Source: an optimization exercise on an open RTL-to-GDS flow (aim: small area, a short achievable clock period and few clock cycles per item). Production flows keep margins and buffers that such runs may drop.
In this exercise RTL edits were held to simulation tests only and were not proved equivalent to the original.
Power figures rest on the tool's default switching activity, not on a simulated workload.

==> run.sh <==
#!/bin/bash
# synth_recipe.tcl (not shown) runs the flow's synth.tcl, then flattens the netlist and writes it again
# the make line also repeats each setting of config.mk as NAME=value (left out here)
make -C /OpenROAD-flow-scripts/flow DESIGN_CONFIG=/design/flow/config.mk WORK_HOME=/design/flow/orfs CLKGATE_MAP_FILE= SYNTH_SCRIPT=/design/flow/synth_recipe.tcl finish
==> config.mk <==
export PLATFORM = sky130hd
export DESIGN_NAME = mod_exp_top
export DESIGN_NICKNAME = mod_exp_top
export VERILOG_FILES = /design/flow/design.v
export SDC_FILE = /design/flow/constraint.sdc
export NUM_CORES = 4
export LEC_CHECK = 0
export CAP_MARGIN = 20
export CORE_MARGIN = 2
export CORE_UTILIZATION = 40
export PLACE_DENSITY = 0.6
export SLEW_MARGIN = 20
==> constraint.sdc <==
create_clock -name core_clock -period 10.0 [get_ports {clk}]
set_input_delay 2.0000 -clock core_clock [delete_from_list [all_inputs] [get_ports {clk}]]
set_output_delay 2.0000 -clock core_clock [all_outputs]
set_load 0.01 [all_outputs]
==> design.v <==
`default_nettype none
package mont_pkg;
	localparam int word_w_default    = 16;  
	localparam int num_words_default = 4;   
	typedef enum logic [2:0] {
		idle,       
		wait_load,  
		to_mont,    
		scan_skip,  
		square,
		multiply,
		next_bit,   
		from_mont   
	} exp_state_e;
	typedef enum logic [1:0] {
		op_to_mont,   
		op_square,    
		op_multiply,  
		op_from_mont  
	} mont_op_e;
endpackage
`default_nettype wire
`timescale 1ns/1ps
`default_nettype none
module operand_loader #(
	parameter int WORD_W    = mont_pkg::word_w_default,
	parameter int NUM_WORDS = mont_pkg::num_words_default,
	localparam int IDX_W    = (NUM_WORDS > 1) ? $clog2(NUM_WORDS) : 1
) (
	input  wire               clk,
	input  wire               reset,
	input  wire               start,
	input  wire  [WORD_W-1:0] n0_prime,
	input  wire               load_valid,
	input  wire  [WORD_W-1:0] m_word,
	input  wire  [WORD_W-1:0] e_word,
	input  wire  [WORD_W-1:0] n_word,
	input  wire  [WORD_W-1:0] rmodn_word,
	input  wire  [WORD_W-1:0] r2modn_word,
	input  wire  [IDX_W-1:0]  e_index,
	input  wire  [IDX_W-1:0]  word_index,
	output logic              load_done,
	output logic              busy_load,
	output logic [WORD_W-1:0] e_word_rd,
	output logic [WORD_W-1:0] m_rd,
	output logic [WORD_W-1:0] n_rd,
	output logic [WORD_W-1:0] rmodn_rd,
	output logic [WORD_W-1:0] r2modn_rd,
	output logic [WORD_W-1:0] n0_prime_rd
);
	logic [WORD_W-1:0] m_mem [NUM_WORDS];
	logic [WORD_W-1:0] e_mem [NUM_WORDS];
	logic [WORD_W-1:0] n_mem [NUM_WORDS];
	logic [WORD_W-1:0] rmodn_mem [NUM_WORDS];
	logic [WORD_W-1:0] r2modn_mem [NUM_WORDS];
	logic [IDX_W-1:0]  load_cnt;  
	logic              take_start;
	logic              take_word;
	assign take_start = start && !busy_load;
	assign take_word  = busy_load && load_valid;
	always_ff @(posedge clk or posedge reset) begin
		if (reset) begin
			busy_load <= 1'b0;
			load_cnt  <= '0;
			load_done <= 1'b0;
		end else begin
			load_done <= 1'b0;  
			if (take_start) begin
				busy_load <= 1'b1;
				load_cnt  <= '0;
			end else if (take_word) begin
				load_cnt <= load_cnt + 1'b1;
				if (load_cnt == IDX_W'(NUM_WORDS - 1)) begin  
					busy_load <= 1'b0;
					load_done <= 1'b1;
				end
			end
		end
	end
	always_ff @(posedge clk) begin
		if (take_start)
			n0_prime_rd <= n0_prime;  
		if (take_word) begin
			m_mem[load_cnt]      <= m_word;
			e_mem[load_cnt]      <= e_word;
			n_mem[load_cnt]      <= n_word;
			rmodn_mem[load_cnt]  <= rmodn_word;
			r2modn_mem[load_cnt] <= r2modn_word;
		end
	end
	assign e_word_rd = e_mem[e_index];
	assign m_rd      = m_mem[word_index];
	assign n_rd      = n_mem[word_index];
	assign rmodn_rd  = rmodn_mem[word_index];
	assign r2modn_rd = r2modn_mem[word_index];
endmodule
`default_nettype wire
`timescale 1ns/1ps
`default_nettype none
module exp_sequencer #(
	parameter int WORD_W    = mont_pkg::word_w_default,
	parameter int NUM_WORDS = mont_pkg::num_words_default,
	localparam int IDX_W    = (NUM_WORDS > 1) ? $clog2(NUM_WORDS) : 1
) (
	input  wire                  clk,
	input  wire                  reset,
	input  wire                  start,
	input  wire                  load_done,
	input  wire  [WORD_W-1:0]    e_word_rd,
	input  wire                  op_done,
	output logic [IDX_W-1:0]     e_index,
	output logic                 op_start,
	output mont_pkg::mont_op_e   op,
	output logic                 busy
);
	localparam int BIT_W = (WORD_W > 1) ? $clog2(WORD_W) : 1;
	mont_pkg::exp_state_e state;
	logic [BIT_W-1:0]     bit_idx;       
	logic [IDX_W-1:0]     next_e_index;
	logic [BIT_W-1:0]     next_bit_idx;
	logic                 e_bit;
	logic                 at_lsb;        
	assign e_bit  = e_word_rd[bit_idx];
	assign at_lsb = (e_index == '0) && (bit_idx == '0);
	always_comb begin
		next_e_index = e_index;
		next_bit_idx = bit_idx - 1'b1;
		if (bit_idx == '0) begin
			next_e_index = e_index - 1'b1;  
			next_bit_idx = BIT_W'(WORD_W - 1);
		end
	end
	always_ff @(posedge clk or posedge reset) begin
		if (reset) begin
			state    <= mont_pkg::idle;
			busy     <= 1'b0;
			op_start <= 1'b0;
			op       <= mont_pkg::op_to_mont;
			e_index  <= '0;
			bit_idx  <= '0;
		end else begin
			op_start <= 1'b0;
			case (state)
				mont_pkg::idle: if (start) begin
					busy  <= 1'b1;
					state <= mont_pkg::wait_load;
				end
				mont_pkg::wait_load: if (load_done) begin
					op       <= mont_pkg::op_to_mont;
					op_start <= 1'b1;
					e_index  <= IDX_W'(NUM_WORDS - 1);  
					bit_idx  <= BIT_W'(WORD_W - 1);
					state    <= mont_pkg::to_mont;
				end
				mont_pkg::to_mont: if (op_done)
					state <= mont_pkg::scan_skip;
				mont_pkg::scan_skip: begin
					if (e_bit) begin  
						op       <= mont_pkg::op_multiply;
						op_start <= 1'b1;
						state    <= mont_pkg::multiply;
					end else if (at_lsb) begin  
						op       <= mont_pkg::op_from_mont;
						op_start <= 1'b1;
						state    <= mont_pkg::from_mont;
					end else begin
						e_index <= next_e_index;
						bit_idx <= next_bit_idx;
					end
				end
				mont_pkg::square: if (op_done) begin
					if (e_bit) begin
						op       <= mont_pkg::op_multiply;
						op_start <= 1'b1;
						state    <= mont_pkg::multiply;
					end else
						state <= mont_pkg::next_bit;
				end
				mont_pkg::multiply: if (op_done)
					state <= mont_pkg::next_bit;
				mont_pkg::next_bit: begin
					op_start <= 1'b1;
					if (at_lsb) begin
						op    <= mont_pkg::op_from_mont;
						state <= mont_pkg::from_mont;
					end else begin
						op      <= mont_pkg::op_square;
						e_index <= next_e_index;
						bit_idx <= next_bit_idx;
						state   <= mont_pkg::square;
					end
				end
				mont_pkg::from_mont: if (op_done) begin
					busy  <= 1'b0;  
					state <= mont_pkg::idle;
				end
				default: state <= mont_pkg::idle;
			endcase
		end
	end
endmodule
`default_nettype wire
`timescale 1ns/1ps
`default_nettype none
module mont_mul #(
	parameter int WORD_W    = mont_pkg::word_w_default,
	parameter int NUM_WORDS = mont_pkg::num_words_default,
	localparam int IDX_W    = (NUM_WORDS > 1) ? $clog2(NUM_WORDS) : 1
) (
	input  wire                          clk,
	input  wire                          reset,
	input  wire                          op_start,
	input  wire mont_pkg::mont_op_e      op,
	input  wire  [WORD_W-1:0]            m_rd,
	input  wire  [WORD_W-1:0]            n_rd,
	input  wire  [WORD_W-1:0]            rmodn_rd,
	input  wire  [WORD_W-1:0]            r2modn_rd,
	input  wire  [WORD_W-1:0]            n0_prime_rd,
	output logic [IDX_W-1:0]             word_index,
	output logic                         op_done,
	output logic                         result_ready,
	output logic [WORD_W*NUM_WORDS-1:0]  result_bus
);
	localparam int MAC_W = 2 * WORD_W;
	typedef enum logic [2:0] {
		ph_idle, ph_mul, ph_top, ph_quot, ph_red, ph_fold1, ph_fold2, ph_sub
	} phase_e;
	phase_e             phase;
	mont_pkg::mont_op_e op_r;
	logic               step;                 
	logic [IDX_W-1:0]   i_cnt, j_cnt;         
	logic               i_last, j_last;
	logic [WORD_W-1:0]  c_bar [NUM_WORDS];
	logic [WORD_W-1:0]  m_bar [NUM_WORDS];
	logic [WORD_W-1:0]  v [NUM_WORDS+2];      
	logic [WORD_W-1:0]  diff [NUM_WORDS];     
	logic [WORD_W-1:0]  fin [NUM_WORDS];
	logic [WORD_W-1:0]  carry, q, x_word, y_word;
	logic [WORD_W-1:0]  mac_x, mac_y, mac_z, mac_cin;
	logic [MAC_W-1:0]   mac_r;                
	logic [WORD_W:0]    sub_full;
	logic               borrow, use_diff, first_row;
	assign word_index = j_cnt;  
	assign i_last     = (i_cnt == IDX_W'(NUM_WORDS - 1));
	assign j_last     = (j_cnt == IDX_W'(NUM_WORDS - 1));
	assign first_row  = (op_r == mont_pkg::op_to_mont) && (i_cnt == '0);
	always_comb begin
		case (op_r)
			mont_pkg::op_to_mont:  begin x_word = m_bar[i_cnt]; y_word = r2modn_rd; end
			mont_pkg::op_multiply: begin x_word = c_bar[i_cnt]; y_word = m_bar[j_cnt]; end
			mont_pkg::op_from_mont: begin
				x_word = (i_cnt == '0) ? WORD_W'(1) : '0;  
				y_word = c_bar[j_cnt];
			end
			default:               begin x_word = c_bar[i_cnt]; y_word = c_bar[j_cnt]; end
		endcase
	end
	always_comb begin
		mac_x   = '0;
		mac_y   = '0;
		mac_z   = '0;
		mac_cin = '0;
		case (phase)
			ph_mul: begin
				mac_x   = x_word;
				mac_y   = y_word;
				mac_z   = v[j_cnt];
				mac_cin = (j_cnt == '0) ? '0 : carry;
			end
			ph_top:   begin mac_z = v[NUM_WORDS]; mac_cin = carry; end
			ph_quot:  begin mac_x = v[0]; mac_y = n0_prime_rd; end  
			ph_red: begin
				mac_x   = q;
				mac_y   = n_rd;
				mac_z   = v[j_cnt];
				mac_cin = (j_cnt == '0) ? '0 : carry;
			end
			ph_fold1: begin mac_z = v[NUM_WORDS]; mac_cin = carry; end
			ph_fold2: begin mac_z = v[NUM_WORDS+1]; mac_cin = carry; end
			default: ;
		endcase
	end
	always_comb begin
		sub_full = {1'b0, v[j_cnt]} - {1'b0, n_rd} - {{WORD_W{1'b0}}, borrow};
		use_diff = (v[NUM_WORDS] != '0) || !sub_full[WORD_W];  
		for (int w = 0; w < NUM_WORDS; w++) begin
			if (!use_diff)
				fin[w] = v[w];
			else if (w == NUM_WORDS - 1)
				fin[w] = sub_full[WORD_W-1:0];
			else
				fin[w] = diff[w];
			result_bus[w*WORD_W +: WORD_W] = c_bar[w];
		end
	end
	always_ff @(posedge clk or posedge reset) begin
		if (reset) begin
			phase        <= ph_idle;
			op_r         <= mont_pkg::op_to_mont;
			step         <= 1'b0;
			i_cnt        <= '0;
			j_cnt        <= '0;
			op_done      <= 1'b0;
			result_ready <= 1'b0;
		end else begin
			op_done      <= 1'b0;
			result_ready <= 1'b0;
			if (phase == ph_idle) begin
				if (op_start) begin
					op_r  <= op;
					phase <= ph_mul;
				end
			end else if (phase == ph_sub) begin
				j_cnt <= j_last ? '0 : j_cnt + 1'b1;
				if (j_last) begin  
					phase        <= ph_idle;
					op_done      <= 1'b1;
					result_ready <= (op_r == mont_pkg::op_from_mont);
				end
			end else if (!step)
				step <= 1'b1;
			else begin
				step <= 1'b0;
				case (phase)
					ph_mul, ph_red: begin
						j_cnt <= j_last ? '0 : j_cnt + 1'b1;
						if (j_last)
							phase <= (phase == ph_mul) ? ph_top : ph_fold1;
					end
					ph_top:   phase <= ph_quot;
					ph_quot:  phase <= ph_red;
					ph_fold1: phase <= ph_fold2;
					ph_fold2: begin
						i_cnt <= i_last ? '0 : i_cnt + 1'b1;
						phase <= i_last ? ph_sub : ph_mul;
					end
					default:  phase <= ph_idle;
				endcase
			end
		end
	end
	always_ff @(posedge clk) begin
		if (phase == ph_idle && op_start) begin
			for (int w = 0; w < NUM_WORDS + 2; w++)
				v[w] <= '0;
			if (op == mont_pkg::op_to_mont)
				m_bar[0] <= m_rd;  
		end
		if (phase != ph_idle && phase != ph_sub && !step)
			mac_r <= MAC_W'(mac_x) * MAC_W'(mac_y) + MAC_W'(mac_z) + MAC_W'(mac_cin);
		if (step) begin
			case (phase)
				ph_mul: begin
					v[j_cnt] <= mac_r[WORD_W-1:0];
					carry    <= mac_r[MAC_W-1:WORD_W];
					if (first_row) begin  
						m_bar[j_cnt] <= m_rd;
						c_bar[j_cnt] <= rmodn_rd;
					end
				end
				ph_top: begin
					v[NUM_WORDS]   <= mac_r[WORD_W-1:0];
					v[NUM_WORDS+1] <= mac_r[MAC_W-1:WORD_W];
				end
				ph_quot: q <= mac_r[WORD_W-1:0];
				ph_red: begin
					if (j_cnt != '0)
						v[j_cnt - 1'b1] <= mac_r[WORD_W-1:0];  
					carry <= mac_r[MAC_W-1:WORD_W];
				end
				ph_fold1: begin
					v[NUM_WORDS-1] <= mac_r[WORD_W-1:0];
					carry          <= mac_r[MAC_W-1:WORD_W];
				end
				ph_fold2: begin
					v[NUM_WORDS] <= mac_r[WORD_W-1:0];
					borrow       <= 1'b0;  
				end
				default: ;
			endcase
		end
		if (phase == ph_sub) begin
			diff[j_cnt] <= sub_full[WORD_W-1:0];
			borrow      <= sub_full[WORD_W];
			if (j_last) begin
				for (int w = 0; w < NUM_WORDS; w++) begin
					if (op_r == mont_pkg::op_to_mont)
						m_bar[w] <= fin[w];
					else
						c_bar[w] <= fin[w];
				end
			end
		end
	end
endmodule
`default_nettype wire
`timescale 1ns/1ps
`default_nettype none
module result_unloader #(
	parameter int WORD_W    = mont_pkg::word_w_default,
	parameter int NUM_WORDS = mont_pkg::num_words_default,
	localparam int IDX_W    = (NUM_WORDS > 1) ? $clog2(NUM_WORDS) : 1
) (
	input  wire                         clk,
	input  wire                         reset,
	input  wire                         result_ready,
	input  wire  [WORD_W*NUM_WORDS-1:0] result_bus,
	output logic                        res_valid,
	output logic [WORD_W-1:0]           res_word
);
	logic [WORD_W*NUM_WORDS-1:0] res_buf;  
	logic [IDX_W-1:0]            out_cnt;
	logic                        out_last;
	assign out_last = (out_cnt == IDX_W'(NUM_WORDS - 1));
	assign res_word = res_buf[WORD_W-1:0];
	always_ff @(posedge clk or posedge reset) begin
		if (reset) begin
			res_valid <= 1'b0;
			out_cnt   <= '0;
		end else if (result_ready) begin
			res_valid <= 1'b1;
			out_cnt   <= '0;
		end else if (res_valid) begin
			res_valid <= !out_last;
			out_cnt   <= out_last ? '0 : out_cnt + 1'b1;
		end
	end
	always_ff @(posedge clk) begin
		if (result_ready)
			res_buf <= result_bus;
		else if (res_valid)
			res_buf <= res_buf >> WORD_W;  
	end
endmodule
`default_nettype wire
`timescale 1ns/1ps
`default_nettype none
module mod_exp_top #(
	parameter int WORD_W    = mont_pkg::word_w_default,
	parameter int NUM_WORDS = mont_pkg::num_words_default
) (
	input  wire               clk,
	input  wire               reset,
	input  wire               start,
	input  wire  [WORD_W-1:0] n0_prime,
	input  wire               load_valid,
	input  wire  [WORD_W-1:0] m_word,
	input  wire  [WORD_W-1:0] e_word,
	input  wire  [WORD_W-1:0] n_word,
	input  wire  [WORD_W-1:0] rmodn_word,
	input  wire  [WORD_W-1:0] r2modn_word,
	output logic              busy,
	output logic              res_valid,
	output logic [WORD_W-1:0] res_word
);
	localparam int IDX_W = (NUM_WORDS > 1) ? $clog2(NUM_WORDS) : 1;
	wire                        start_ok;      
	wire                        busy_load, seq_busy, load_done;
	wire                        op_start, op_done, result_ready;
	wire mont_pkg::mont_op_e    op;
	wire [IDX_W-1:0]            e_index, word_index;
	wire [WORD_W-1:0]           e_word_rd, m_rd, n_rd, rmodn_rd, r2modn_rd, n0_prime_rd;
	wire [WORD_W*NUM_WORDS-1:0] result_bus;
	assign busy     = seq_busy | busy_load;
	assign start_ok = start & ~busy;
	operand_loader #(.WORD_W(WORD_W), .NUM_WORDS(NUM_WORDS)) operand_loader_inst (
		.clk(clk), .reset(reset), .start(start_ok), .n0_prime(n0_prime),
		.load_valid(load_valid), .m_word(m_word), .e_word(e_word), .n_word(n_word),
		.rmodn_word(rmodn_word), .r2modn_word(r2modn_word),
		.e_index(e_index), .word_index(word_index),
		.load_done(load_done), .busy_load(busy_load), .e_word_rd(e_word_rd),
		.m_rd(m_rd), .n_rd(n_rd), .rmodn_rd(rmodn_rd), .r2modn_rd(r2modn_rd),
		.n0_prime_rd(n0_prime_rd)
	);
	exp_sequencer #(.WORD_W(WORD_W), .NUM_WORDS(NUM_WORDS)) exp_sequencer_inst (
		.clk(clk), .reset(reset), .start(start_ok), .load_done(load_done),
		.e_word_rd(e_word_rd), .op_done(op_done),
		.e_index(e_index), .op_start(op_start), .op(op), .busy(seq_busy)
	);
	mont_mul #(.WORD_W(WORD_W), .NUM_WORDS(NUM_WORDS)) mont_mul_inst (
		.clk(clk), .reset(reset), .op_start(op_start), .op(op),
		.m_rd(m_rd), .n_rd(n_rd), .rmodn_rd(rmodn_rd), .r2modn_rd(r2modn_rd),
		.n0_prime_rd(n0_prime_rd), .word_index(word_index),
		.op_done(op_done), .result_ready(result_ready), .result_bus(result_bus)
	);
	result_unloader #(.WORD_W(WORD_W), .NUM_WORDS(NUM_WORDS)) result_unloader_inst (
		.clk(clk), .reset(reset), .result_ready(result_ready), .result_bus(result_bus),
		.res_valid(res_valid), .res_word(res_word)
	);
endmodule
`default_nettype wire
==> reports/metrics.cfg <==
[run_status]
status=timing/DRC/antenna clean

[place]
io_buffers=117
place.gp.congestion=0.929
dp.cells=4725
hpwl_mm=94.2
pre_cts_slack_ps=1040
placed_area_mm2=0.0467

[cells_and_area]
final_common_cell=edfxtp_1
post-route-util=0.455
layout.nets=3875
final_cell_mix=edfxtp_1 (737), inv_1 (368), nand2_1 (274)
stdcell_count=4883
stdcell_area_mm2=0.0494
synthToLayoutAreaGrowth_pct=13.0
drive_above_1_share=0.139

[critical_path]
start_kind=register
r2r_setup_slack_ps=810
critPathKind=register to register
reg2reg_depth=29
worstReg2RegEnd=mont_mul_inst.mac_r[31]
crit_fanout=17
startpoint=mont_mul_inst.op_r[0]
cp_common_cell=fa_1
crit_required_ps=10380
slowest_delay_ps=780
critPathSlowestCell=ha_1
end_kind=register
r2r_start=mont_mul_inst.op_r[0]
cp.arrival_ps=9570
crit_end=mont_mul_inst.mac_r[31]

[grt]
first_global_vias=27311
grt_remaining_overflow=0
grt_use_total=0.229
grt_antenna_before_repair=4
grt_max_degree=71
grt_pass1_wl_mm=187

[clocking]
cts.path.max_buffers=3
postCtsHoldBufs=0
cts_resized=0
cts_buffers=84
post_cts_buffers=0
clock-sinks=769
htreeDepth=3
clk_latency_ps=690
cts_root_buf=clkbuf_16
cts_tree=done
clk_pin_slew_ps=60

[timing]
finalHoldViolations=0
finalClockSkew_ps=59.0
rsz0062_at_grt=false
tns_ps=0
finalWorstSetupSlack_ps=815
worst_slew_pin_slew_ps=1090
slew_headroom=0.271
clock.fmax_mhz=109
drv_slew=0
period_share=0.919
post-route-min-period_ps=9190
setup_viol=0
whs_ps=515

[logic_synthesis]
synth_area_mm2=0.0437
synth_nets=3755
synth_flop_cell=edfxtp_1
synthArstFlopShare=0.0416
synth_cell_types=73
synthCells=3277
yosysWarnings=5
synth_edf_count=737
synth-seq-area-share=0.524
syn_avg_cell_area_um2=13.4
synth_top_area_share=0.506
yosys.area.top_type=edfxtp_1
ys_ff_latch=769
synth_area_leaders=edfxtp_1 (51%), fa_1 (10%), mux4_2 (8.3%)

[drt]
drc_errors=0
drt_iter0_drc=3426
wl_met3_mm=11.6
ant_nets=0
wl_met1_mm=52.2
vias_per_cell=5.58
routed-via-count=27266
routedWlPerCell_um=25.9
first_pass_iters=6
routed_wl_mm=127
top_layer_used=met5
met2_length_mm=57.9

[die]
chipHeight_um=335
fp.dieArea_mm2=0.112
die_x_um=335
num_rows=121
coreArea_mm2=0.109
initial_core_util=0.402
ioPinCount=118

[power_and_ir_drop]
leakage_nw=17.6
peakVddDrop_mv=0.133
power_frac_seq=0.513
power_frac_clock=0.439
combinationalPowerShare=0.048
p_sw_frac=0.224
total_power_mw=7.13
switchingPower_mw=1.59
p_int_mw=5.53
powerDensity_mw_per_mm2=144

[job]
cap_violations=0

[min_path]
hp-class=register to register

how the worst min path moves through the flow:
| stage | from | endpoint | slack [ps] | depth (start not counted) |
|---|---|---|---|---|
| 6_report | exp_sequencer_inst.busy | exp_sequencer_inst.busy | 510 | 2 |
| 2_1_floorplan | mont_mul_inst.mac_r[16] | mont_mul_inst.carry[0] | 420 | 0 |
| 5_1_grt | result_unloader_inst.res_buf[44] | result_unloader_inst.res_buf[28] | 530 | 1 |
| 3_5_place_dp | exp_sequencer_inst.busy | exp_sequencer_inst.busy | 510 | 2 |
| 4_1_cts | result_unloader_inst.res_buf[44] | result_unloader_inst.res_buf[28] | 520 | 1 |
| 3_3_place_gp | exp_sequencer_inst.busy | exp_sequencer_inst.busy | 500 | 2 |
cell usage after synthesis, drive strengths merged, types with 24 or more instances:
master	n
mux2i	121
dfrtp	32
mux2	59
fa	228
o21a	27
inv	370
a21oi	155
edfxtp	737
o21ai	119
xnor2	34
ha	150
a21o	29
and2	120
clkbuf	98
a22oi	37
buf	71
mux4	161
nand2	274
nor2	220
and3	24
flip-flops by register name (all words and copies together), names as in the netlist, 3 cells and up:
register and flops:
mont_mul_inst.m_bar 64, mont_mul_inst.phase 3, operand_loader_inst.rmodn_mem 64, exp_sequencer_inst.state 3, operand_loader_inst.m_mem 64, mont_mul_inst.q 16
operand_loader_inst.e_mem 64, result_unloader_inst.res_buf 64, mont_mul_inst.mac_r 32, operand_loader_inst.n0_prime_rd 16, mont_mul_inst.v 96, exp_sequencer_inst.bit_idx 4
mont_mul_inst.c_bar 64, operand_loader_inst.r2modn_mem 64, mont_mul_inst.carry 16, mont_mul_inst.diff 48, operand_loader_inst.n_mem 64
layer usage:
layer | vias up | track usage
met5 | - | 0
met4 | 4 | 0.0876
met3 | 201 | 0.0453
met2 | 1245 | 0.355
met1 | 13862 | 0.320
li1 | 11954 | -
cells by family (layout without fill, tap and decap cells):
group,Yosys count,after routing,share of synthesized area
AOI/OAI and AO/OA,467,467,0.0673
xor gates and xnor gates,45,45,0.00901
adders and majority gates,378,378,0.147
buffers and inverters,540,731,0.0495
DFF,769,769,0.524
muxes,341,341,0.126
other,0,1,0
and+or+nand+nor,737,737,0.0769
cell type report:
| type | count | area (um2) |
|---|---|---|
| fillers | 9702 | 59300 |
| repair buffers | 203 | 1830 |
| clock inverters | 50 | 581 |
| multi-input cells | 1968 | 18700 |
| well taps | 1414 | 1770 |
| diodes | 1 | 2.50 |
| clock buffers | 107 | 2200 |
| inverters | 371 | 1390 |
| flip-flops and latches | 769 | 22900 |
worst max-delay path, delay by kind of cell, from the launching register on:
kind | cells | cell delay (ps)
fa+ha+maj | 8 | 4200
compound gates | 11 | 3160
buf+inv | 6 | 550
simple gates | 3 | 470
flops | 1 | 390
xor+xnor | 1 | 80
power by group through the flow:
stage                     Clock (mW)  Combinational (mW)  Sequential, mW
after floorplan                    0               0.166            3.72
after global placement             0               0.339            3.72
after detailed placement           0               0.341            3.72
after CTS                       3.18               0.343            3.66
after global routing            3.30               0.370            3.66
final                           3.13               0.341            3.66
Testbench counts, summed over its fixed seeds: cycles 582,194, items 64.

[static timing again, ports no longer ideal]
How much do the figures lean on ideal ports? The routed layout below was timed once more, with nothing changed but the port constraints. Step 1: set_driving_cell puts a clkbuf_16 on clk and a buf_2 on each other input, an assumption about the parent block. Step 2 adds t to the input delays and takes it off the output delays; t is the mean of the earliest and latest rising clock arrival at the registers after step 1. Input paths then give back, and output paths get back, about the clock's delay inside the block. Three values: ideal ports, drivers, drivers and shift; two values: the first two.
t, ns: 0.734
slack for setup (ns): 0.815 / 0.815 / 0.815
latest minus earliest clock arrival (ns): 0.059 / 0.059
worst slew at a driven data input, ns: 0.09
After both steps setup and hold are still met in this run. The setup slack of this run moves by 0.000 ns with the drivers and by 0.000 ns with both steps.
